This design comes from an exercise in tuning for small area, a short achievable clock period and few clock cycles per item on the open sky130 flow, not from production work. Function not checked in this run: the RTL went through the layout flow alone. Power figures rest on the tool's default switching activity, not on a simulated workload.

==> flow/design.v <==
`default_nettype none
package fbpm_pkg;
    localparam logic [2:0] ACT_PAINT      = 3'd0;
    localparam logic [2:0] ACT_CONSUME    = 3'd1;
    localparam logic [2:0] ACT_RETURN     = 3'd2;
    localparam logic [2:0] ACT_CLEAR_PEND = 3'd3;
    localparam logic [2:0] ACT_RESET_POOL = 3'd4;
endpackage
`default_nettype wire
`default_nettype none
import fbpm_pkg::*;
module fbpm_ctrl
(
    input  wire logic        clk,
    input  wire logic        rst_n,
    input  wire logic        start,
    output logic             busy,
    input  wire logic [34:0] request,
    output logic             v,       
    output logic             pn,      
    output logic             ps,      
    output logic             cs,      
    output logic             rt,      
    output logic             cl,      
    output logic             rp,      
    output logic [1:0]       idx
);
    logic [2:0]  act;
    logic [14:0] w;
    logic [14:0] h;
    logic [14:0] alloc_w;
    logic [14:0] alloc_h;
    logic        size_diff;
    logic        is_paint;
    logic        is_reset;
    assign busy      = 1'b0;
    assign act       = request[34:32];
    assign w         = request[31:17];
    assign h         = request[16:2];
    assign size_diff = (w != alloc_w) || (h != alloc_h);
    assign is_paint  = (act == ACT_PAINT);
    assign is_reset  = (act == ACT_RESET_POOL);
    always_ff @(posedge clk or negedge rst_n)
    begin
        if (!rst_n)
        begin
            alloc_w <= '0;
            alloc_h <= '0;
        end
        else if (start)
        begin
            if (is_paint)
            begin
                alloc_w <= w;
                alloc_h <= h;
            end
            else if (is_reset)
            begin
                alloc_w <= '0;
                alloc_h <= '0;
            end
        end
    end
    always_ff @(posedge clk)
    begin
        v   <= start;
        pn  <= start && is_paint && size_diff;
        ps  <= start && is_paint && !size_diff;
        cs  <= start && (act == ACT_CONSUME);
        rt  <= start && (act == ACT_RETURN);
        cl  <= start && (act == ACT_CLEAR_PEND);
        rp  <= start && is_reset;
        idx <= request[1:0];
    end
endmodule
`default_nettype wire
`default_nettype none
module fbpm_datapath
(
    input  wire logic        clk,
    input  wire logic        rst_n,
    input  wire logic        v,
    input  wire logic        pn,
    input  wire logic        ps,
    input  wire logic        cs,
    input  wire logic        rt,
    input  wire logic        cl,
    input  wire logic        rp,
    input  wire logic [1:0]  idx,
    output logic             done,
    output logic [44:0]      result
);
    logic [1:0]  free_stack  [4];
    logic [2:0]  free_top;
    logic [1:0]  flight_list [4];
    logic [2:0]  flight_count;
    logic        ready_flag;
    logic [1:0]  ready_slot;
    logic        ready_zero;
    logic [31:0] paint_gen;
    logic [31:0] uploaded_gen;
    logic        gen_gt;
    logic        gens_zero;
    logic        acc_q;
    logic [1:0]  idx_q;
    logic [31:0] gen_q;
    logic        repl_q;
    logic        reinit_q;
    logic        fresh_q;
    logic        acc_n;
    logic        gen_nz_n;
    logic [1:0]  free_stack_n  [4];
    logic [2:0]  free_top_n;
    logic [1:0]  flight_list_n [4];
    logic [2:0]  flight_count_n;
    logic        ready_flag_n;
    logic [1:0]  ready_slot_n;
    logic        ready_zero_n;
    logic [31:0] paint_gen_n;
    logic [31:0] uploaded_gen_n;
    logic        gen_gt_n;
    logic        gens_zero_n;
    logic [31:0] paint_gen_inc;
    logic [2:0]  top_m1;
    logic [2:0]  fl_m1;
    logic        ready_hit;
    logic        idx_hit;
    logic        fl_hit;
    logic [1:0]  fl_pos;
    logic [1:0]  pop_entry;
    logic [1:0]  fl_last;
    logic        has_free;
    logic        grant_pop;
    logic        grant_paint;
    logic        grant_cons;
    logic        push_ready;
    logic        ret_push;
    logic        ret_fl;
    logic        append;
    logic        gen_eq;
    assign top_m1    = free_top - 3'd1;
    assign fl_m1     = flight_count - 3'd1;
    assign pop_entry = free_stack[top_m1[1:0]];
    assign fl_last   = flight_list[fl_m1[1:0]];
    assign has_free  = (free_top != 3'd0);
    assign gen_eq    = (paint_gen == uploaded_gen);
    assign paint_gen_inc = paint_gen + 32'd1;
    always_comb
    begin
        ready_hit = 1'b0;
        idx_hit   = 1'b0;
        fl_hit    = 1'b0;
        fl_pos    = '0;
        for (int i = 0; i < 4; i++)
        begin
            if ((3'(i) < top_m1) && (free_stack[i] == ready_slot))
                ready_hit = 1'b1;
            if ((3'(i) < free_top) && (free_stack[i] == idx))
                idx_hit = 1'b1;
        end
        for (int i = 3; i >= 0; i--)
        begin
            if ((3'(i) < flight_count) && (flight_list[i] == idx))
            begin
                fl_hit = 1'b1;
                fl_pos = 2'(i);
            end
        end
    end
    assign grant_pop   = ps && has_free;
    assign grant_paint = ps && (has_free || ready_flag);
    assign grant_cons  = cs && ready_flag && gen_gt;
    assign push_ready  = grant_pop && ready_flag && !ready_hit;
    assign ret_push    = rt && !idx_hit && !free_top[2];
    assign ret_fl      = rt && fl_hit;
    assign append      = grant_cons && !flight_count[2];
    always_comb
    begin
        for (int i = 0; i < 4; i++)
        begin
            free_stack_n[i] = free_stack[i];
            if (pn)
                free_stack_n[i] = 2'(i);
            else if (push_ready && (2'(i) == top_m1[1:0]))
                free_stack_n[i] = ready_slot;
            else if (ret_push && (2'(i) == free_top[1:0]))
                free_stack_n[i] = idx;
        end
        if (pn)
            free_top_n = 3'd3;
        else if (rp)
            free_top_n = 3'd0;
        else if (grant_pop && !push_ready)
            free_top_n = top_m1;
        else if (ret_push)
            free_top_n = free_top + 3'd1;
        else
            free_top_n = free_top;
        for (int i = 0; i < 4; i++)
        begin
            flight_list_n[i] = flight_list[i];
            if (append && (2'(i) == flight_count[1:0]))
                flight_list_n[i] = ready_slot;
            else if (ret_fl && (2'(i) == fl_pos))
                flight_list_n[i] = fl_last;
        end
        if (pn || rp)
            flight_count_n = 3'd0;
        else if (append)
            flight_count_n = flight_count + 3'd1;
        else if (ret_fl)
            flight_count_n = fl_m1;
        else
            flight_count_n = flight_count;
        if (pn || grant_paint)
            ready_flag_n = 1'b1;
        else if (grant_cons || rp)
            ready_flag_n = 1'b0;
        else
            ready_flag_n = ready_flag;
        if (pn)
            ready_slot_n = 2'd3;
        else if (grant_pop)
            ready_slot_n = pop_entry;
        else
            ready_slot_n = ready_slot;
        if (pn || grant_paint)
            ready_zero_n = 1'b0;
        else if (rt && (idx == ready_slot))
            ready_zero_n = 1'b1;
        else
            ready_zero_n = ready_zero;
        if (pn || (grant_paint && gens_zero))
            paint_gen_n = 32'd1;
        else if (grant_paint)
            paint_gen_n = paint_gen_inc;
        else
            paint_gen_n = paint_gen;
        if (pn || (grant_paint && gens_zero) || (grant_cons && ready_zero))
            uploaded_gen_n = 32'd0;
        else if (cl || grant_cons)
            uploaded_gen_n = paint_gen;
        else
            uploaded_gen_n = uploaded_gen;
        if (rp)
            gens_zero_n = 1'b1;
        else if (pn || grant_paint)
            gens_zero_n = 1'b0;
        else
            gens_zero_n = gens_zero;
        if (pn)
            gen_gt_n = 1'b1;
        else if (cl)
            gen_gt_n = 1'b0;
        else if (grant_cons)
            gen_gt_n = ready_zero;
        else if (grant_paint)
            gen_gt_n = gens_zero ||
                       ((paint_gen != 32'hffff_ffff) && (gen_gt || gen_eq));
        else
            gen_gt_n = gen_gt;
    end
    always_ff @(posedge clk or negedge rst_n)
    begin
        if (!rst_n)
        begin
            free_top     <= '0;
            flight_count <= '0;
            ready_flag   <= 1'b0;
            gens_zero    <= 1'b1;
            done         <= 1'b0;
        end
        else
        begin
            free_top     <= free_top_n;
            flight_count <= flight_count_n;
            ready_flag   <= ready_flag_n;
            gens_zero    <= gens_zero_n;
            done         <= v;
        end
    end
    always_ff @(posedge clk)
    begin
        paint_gen    <= paint_gen_n;
        uploaded_gen <= uploaded_gen_n;
        gen_gt       <= gen_gt_n;
        for (int i = 0; i < 4; i++)
        begin
            free_stack[i]  <= free_stack_n[i];
            flight_list[i] <= flight_list_n[i];
        end
        ready_slot <= ready_slot_n;
        ready_zero <= ready_zero_n;
        acc_q      <= acc_n;
        idx_q      <= ready_slot_n & {2{acc_n}};
        gen_q      <= paint_gen_n & {32{gen_nz_n}};
        repl_q     <= ps && ready_flag;
        reinit_q   <= pn;
        fresh_q    <= ready_flag_n && gen_gt_n;
    end
    assign acc_n    = pn || grant_paint || grant_cons;
    assign gen_nz_n = pn || grant_paint || (grant_cons && !ready_zero);
    assign result = {acc_q,
                     idx_q,
                     gen_q,
                     repl_q,
                     reinit_q,
                     free_top,
                     ready_flag,
                     flight_count,
                     fresh_q};
endmodule
`default_nettype wire
`default_nettype none
module frame_buffer_pool_manager_top
(
    input  wire logic        clk,
    input  wire logic        rst_n,
    input  wire logic        start,
    output logic             busy,
    input  wire logic [34:0] request,
    output logic             done,
    output logic [44:0]      result
);
    logic       v;
    logic       pn;
    logic       ps;
    logic       cs;
    logic       rt;
    logic       cl;
    logic       rp;
    logic [1:0] idx;
    fbpm_ctrl u_ctrl (
        .clk     (clk),
        .rst_n   (rst_n),
        .start   (start),
        .busy    (busy),
        .request (request),
        .v       (v),
        .pn      (pn),
        .ps      (ps),
        .cs      (cs),
        .rt      (rt),
        .cl      (cl),
        .rp      (rp),
        .idx     (idx)
    );
    fbpm_datapath u_datapath (
        .clk     (clk),
        .rst_n   (rst_n),
        .v       (v),
        .pn      (pn),
        .ps      (ps),
        .cs      (cs),
        .rt      (rt),
        .cl      (cl),
        .rp      (rp),
        .idx     (idx),
        .done    (done),
        .result  (result)
    );
endmodule
`default_nettype wire
==> flow/flow/run.sh <==
#!/bin/bash
# The standard layout, with these ORFS settings changed:
export BUFFER_PORTS_ARGS="-buffer_cell sky130_fd_sc_hd__buf_2"
export CTS_ARGS="-sink_clustering_enable -repair_clock_nets -dont_use_dummy_load -buf_list sky130_fd_sc_hd__clkbuf_8 -sink_clustering_size 30 -sink_clustering_max_diameter 60"
bash standard.sh > standard.log 2>&1
==> flow/standard.sh <==
#!/bin/bash
# synth_recipe.tcl (not shown) runs the flow's synth.tcl, then flattens the netlist and writes it again
# the make line also repeats each setting of config.mk as NAME=value (left out here)
make -C /OpenROAD-flow-scripts/flow DESIGN_CONFIG=/design/flow/config.mk WORK_HOME=/design/flow/orfs CLKGATE_MAP_FILE= SYNTH_SCRIPT=/design/flow/synth_recipe.tcl "${@:-finish}"
==> flow/config.mk <==
export PLATFORM = sky130hd
export DESIGN_NAME = frame_buffer_pool_manager_top
export DESIGN_NICKNAME = frame_buffer_pool_manager_top
export VERILOG_FILES = /design/flow/design.v
export SDC_FILE = /design/flow/constraint.sdc
export NUM_CORES = 4
export LEC_CHECK = 0
export CAP_MARGIN = 20
export CORE_MARGIN = 2
export CORE_UTILIZATION = 40
export SETUP_SLACK_MARGIN = 3.9
export SLEW_MARGIN = 20
==> flow/constraint.sdc <==
create_clock -name core_clock -period 6.0 [get_ports {clk}]
set_input_delay 1.2000 -clock core_clock [delete_from_list [all_inputs] [get_ports {clk}]]
set_output_delay 1.2000 -clock core_clock [all_outputs]
set_load 0.01 [all_outputs]
==> metrics.md <==
| Metric | Value |
|---|---|
| Status | no timing/DRC/antenna violations |
| Hold Crit Start | u_ctrl.v |
| Netlist cell types | 62 |
| Largest net degree at the start of global routing | 64 |
| Register area | 3721 µm² |
| #FFs+latches synth | 170 |
| Routed via count | around 6.3k |
| Tcrit/Tclk final | 0.3756 |
| CP Cell Sequence | clkinv_4 -> ha_4 -> or2_4 -> a211oi_4 -> nor4_4 -> buf_4 -> a21oi_4 -> mux2_4 -> o21ai_2 |
| Post-Syn Nets | 915 |
| Htree depth | 4 |
| Die area | between 20000 and 25000 µm² |
| Crit path buf inv count | 2 |
| WL met3 | 1104 µm |
| Initial antenna violation count | 0 |
| Startpoint types | flip-flop |
| Mean post-synth cell area | 9.045 µm² |
| Mapped cell area | 7787 µm² |
| Post-Synthesis Cells | 861 |
| First-pass GRT wire length | 31410 µm |
| P_sw | slightly below 800 µW |
| DP Worst Slack | around 3200 ps |
| Top cells by area, synth | dfxtp_1 (32%), dfrtp_1 (12%), xor2_1 (7.8%), nand2_1 (7.6%), xnor2_1 (5.5%) |
| Placed Instances | around 1.2k |
| Hold endpoint | u_datapath.done |
| Pwr per Cell Area | roughly 260 nW/µm² |
| CP max FO | 5 |
| Critical-path top delay cell | dfrtp_2 |
| Worst clock skew | 22.06 ps |
| Total power | 2.617 mW |
| Slew margin rel. | 0.3738 |
| DR iter-0 viols | 346 |
| Final GP Congestion | 0.8378 |
| Commonest non-fill, non-tap cell in the layout | nand2_1 |
| Peak supply drop | 0.1830 mV |
| P_leak | 4.114 nW |
| Most frequent cells in the layout | nand2_1 (152), dfxtp_1 (97), xor2_1 (67), nor2_1 (66), buf_2 (56) |
| PortBufs | 83 |
| Die X | ~140 µm |
| Die Ht | 143.5 µm |
| Final setup viols | 0 |
| Worst-margin pin slew | between 900 and 1000 ps |
| Starting Density | 0.4041 |
| Top_reg_cell synth | dfxtp_1 |
| Comb pwr share | 0.267 |
| DRT Pass-1 Iters | 5 |
| I/O Pins | between 80 and 90 |
| Clk pwr share | 0.234 |
| Final WS setup | 3746 ps |
| Async set-reset flop share out of synthesis | 0.2294 |
| Cell family with most CP delay | compound AO/OA/AOI/OAI gates |
| Fin. Hold Viols | 0 |
| Routed len/inst | 16.22 µm |
| Met2 WL | 9465 µm |
| CTS tree | done |
| Area of the multi-input gates | 4437 µm² |
| Worst-path clk slew | 80 ps |
| P_int | 1.834 mW |
| Max clock buf depth | 2 |
| Highest Clock Rate | 443.7 MHz |
| DRC viols | 0 |
| FILL cells | around 1.8k |
| Sequential power share | 0.499 |
| Crit. End Element | flip-flop |
| Max-cap violations | 0 |
| Worst EP required | 6360 ps |
| Ys Warns | 6 |
| ANT cells | 0 |
| Reg2reg end | u_datapath.free_top[1] |
| Vias per cell | 5.101 |
| Total gr overflow | 0 |
| Register area share after synthesis | 0.4725 |
| Setup CP Type | reg2reg |
| M1 wire length | 9111 µm |
| Fin util | 0.5151 |
| RSZ-0062 raised after global routing | yes |
| Post-route cell area | about 9900 µm² |
| Clock latency on the worst-skew pair | 470 ps |
| Synth top area share | 0.3162 |
| Layout Nets | 1026 |
| Num CTS Buffers | 17 |
| RR Startpoint | u_datapath.free_top[0] |
| Final Critical Period | 2254 ps |
| Critical Path AT | 2620 ps |
| Worst min-delay path class | reg2reg |
| Reg2reg path depth | 9 |
| Area after DPL | approximately 8400 µm² |
| Critical Path Max Stage Delay | 440 ps |
| Routed Antenna Nets | 0 |
| Core box area | 19270 µm² |
| Final WL | approximately 20000 µm |
| Sw Ratio | 0.2992 |
| Fin Setup TNS | 0 ps |
| Non-Filler Instances | 1235 |
| Syn-to-layout area delta | 27.47% |
| Number of global-route vias before repair | around 5.9k |
| TritonCTS Sinks | 170 |
| Hold_ws | roughly 350 ps |
| CTS Root Cell | clkbuf_8 |
| Hold depth | 0 |
| Overall routing resource usage | 0.1947 |
| DR top layer | met4 |
| Yosys top cell by area | dfxtp_1 |
| Detailed Place HPWL | 12320 µm |
| Post-synth EDFFs | 8 |
| Count of pins over their slew limit | 0 |
| Reg2Reg Setup Slack | between 3000 and 4000 ps |
| Layout cell share with drive strength beyond 1 | 0.3206 |
| FP Rows | just over 50 |
[cell type report]
type                    instances  area share
repair buffers                136      0.1144
clock buffers                  17     0.02357
multi-input cells             632      0.4469
inverters                      15    0.006806
well taps                     265     0.03340
flip-flops and latches        170      0.3748
[how the worst max path moves through the flow]
| stage | from | to | depth (start not counted) |
|---|---|---|---|
| 2_1_floorplan | u_datapath.free_top[0] | u_datapath.fresh_q | 10 |
| 3_3_place_gp | u_datapath.free_top[1] | u_datapath.gen_q[7] | 8 |
| 3_5_place_dp | u_datapath.free_top[1] | u_datapath.gen_q[31] | 8 |
| 4_1_cts | u_datapath.free_top[0] | result[5] | 1 |
| 5_1_grt | u_datapath.free_top[0] | u_datapath.free_top[1] | 9 |
| 6_report | u_datapath.free_top[0] | u_datapath.free_top[1] | 9 |
[flip-flops by register name (all words and copies together), names as in the netlist, 2 cells and up]
register / count
u_datapath.gen_q: 32
u_datapath.paint_gen: 32
u_datapath.uploaded_gen: 32
u_ctrl.alloc_h: 15
u_ctrl.alloc_w: 15
u_datapath.flight_list: 8
u_datapath.free_stack: 8
u_datapath.flight_count: 3
u_datapath.free_top: 3
u_ctrl.idx: 2
u_datapath.idx_q: 2
u_datapath.ready_slot: 2
[per-layer routing]
| metal | up-vias | global-route usage |
|---|---|---|
| met1 | 3022 | 0.2572 |
| met2 | 145 | 0.3150 |
| met4 | 0 | 0.05728 |
| met5 | - | 0 |
| li1 | 3107 | - |
| met3 | 26 | 0.04998 |
[power by group through the flow]
stage | logic, mW | registers, mW | clock network [mW]
global route | 0.771 | 1.32 | 0.674
detailed placement | 0.461 | 1.35 | 0
floorplan | 0.370 | 1.32 | 0
finish | 0.699 | 1.31 | 0.612
global placement | 0.459 | 1.35 | 0
CTS | 0.593 | 1.31 | 0.630
[cell usage after synthesis, types with 2 or more instances]
master	count
edfxtp_1	8
mux2_2	10
nor2_1	83
ha_1	16
a222oi_1	4
xnor2_1	49
o21bai_1	2
and2_1	8
a211oi_1	4
o21ai_0	36
o31ai_1	2
buf_4	11
and3_1	7
nor4bb_1	2
mux2i_1	9
nor3_1	21
nand4_1	14
nor3b_1	3
a21oi_2	2
nor2b_1	3
nor4_1	15
nand2b_1	2
clkbuf_1	26
a31oi_1	4
inv_1	15
nand3_1	23
buf_2	9
or2_2	2
o21a_1	3
nand2_1	157
o311a_1	2
a21oi_1	41
dfxtp_1	123
o311ai_0	2
and4_1	7
nand3b_1	2
buf_1	2
dfrtp_1	38
a311oi_1	2
a2bb2oi_1	2
xor2_1	69
[timing repair]
action	CTS	global route
resized for setup	63	134
hold buffers	0	0
buffers inserted	29	17
gates cloned	5	4
setup endpoints to repair	137	187
pin swaps	9	36
hold endpoints to repair	0	0
[kinds of logic (layout without fill, tap and decap cells)]
group | count (synthesis) | in the layout | share of synthesized area
other cells | 1 | 1 | 0.0004815
xor+xnor | 118 | 118 | 0.1327
simple gates | 356 | 362 | 0.2103
fa+ha+maj | 16 | 16 | 0.02571
mux | 20 | 20 | 0.02747
buf+inv | 65 | 168 | 0.03920
flops | 170 | 170 | 0.4725
compound gates | 115 | 115 | 0.09158

## port drivers added, routing unchanged
The flow's constraints put no driver on any port. The routed layout listed below was extracted and timed again, unchanged, in two steps. Step 1 sets driving cells, clkbuf_16 on the clock port and buf_2 on the other inputs (assumed; they add their load-dependent delay and slew). Step 2 moves the port delays by t, midway between the first and last clock arrival at a register: inputs arrive t later, outputs are due t later. That takes back most of the time a late clock gives input paths. Slacks: ideal / step 1 / step 2; pairs: ideal / step 1.
t (ns): 0.493
setup slack, ns: 3.746 / 3.723 / 3.452
worst hold slack (ns): 0.353 / 0.353 / 0.353
worst setup path after step 2: input to register
worst slew at a driven data input, ns: 0.06
After both steps this run still meets setup and hold. For this run, drivers alone change the setup slack by -0.023 ns; drivers and shift together by -0.294 ns.
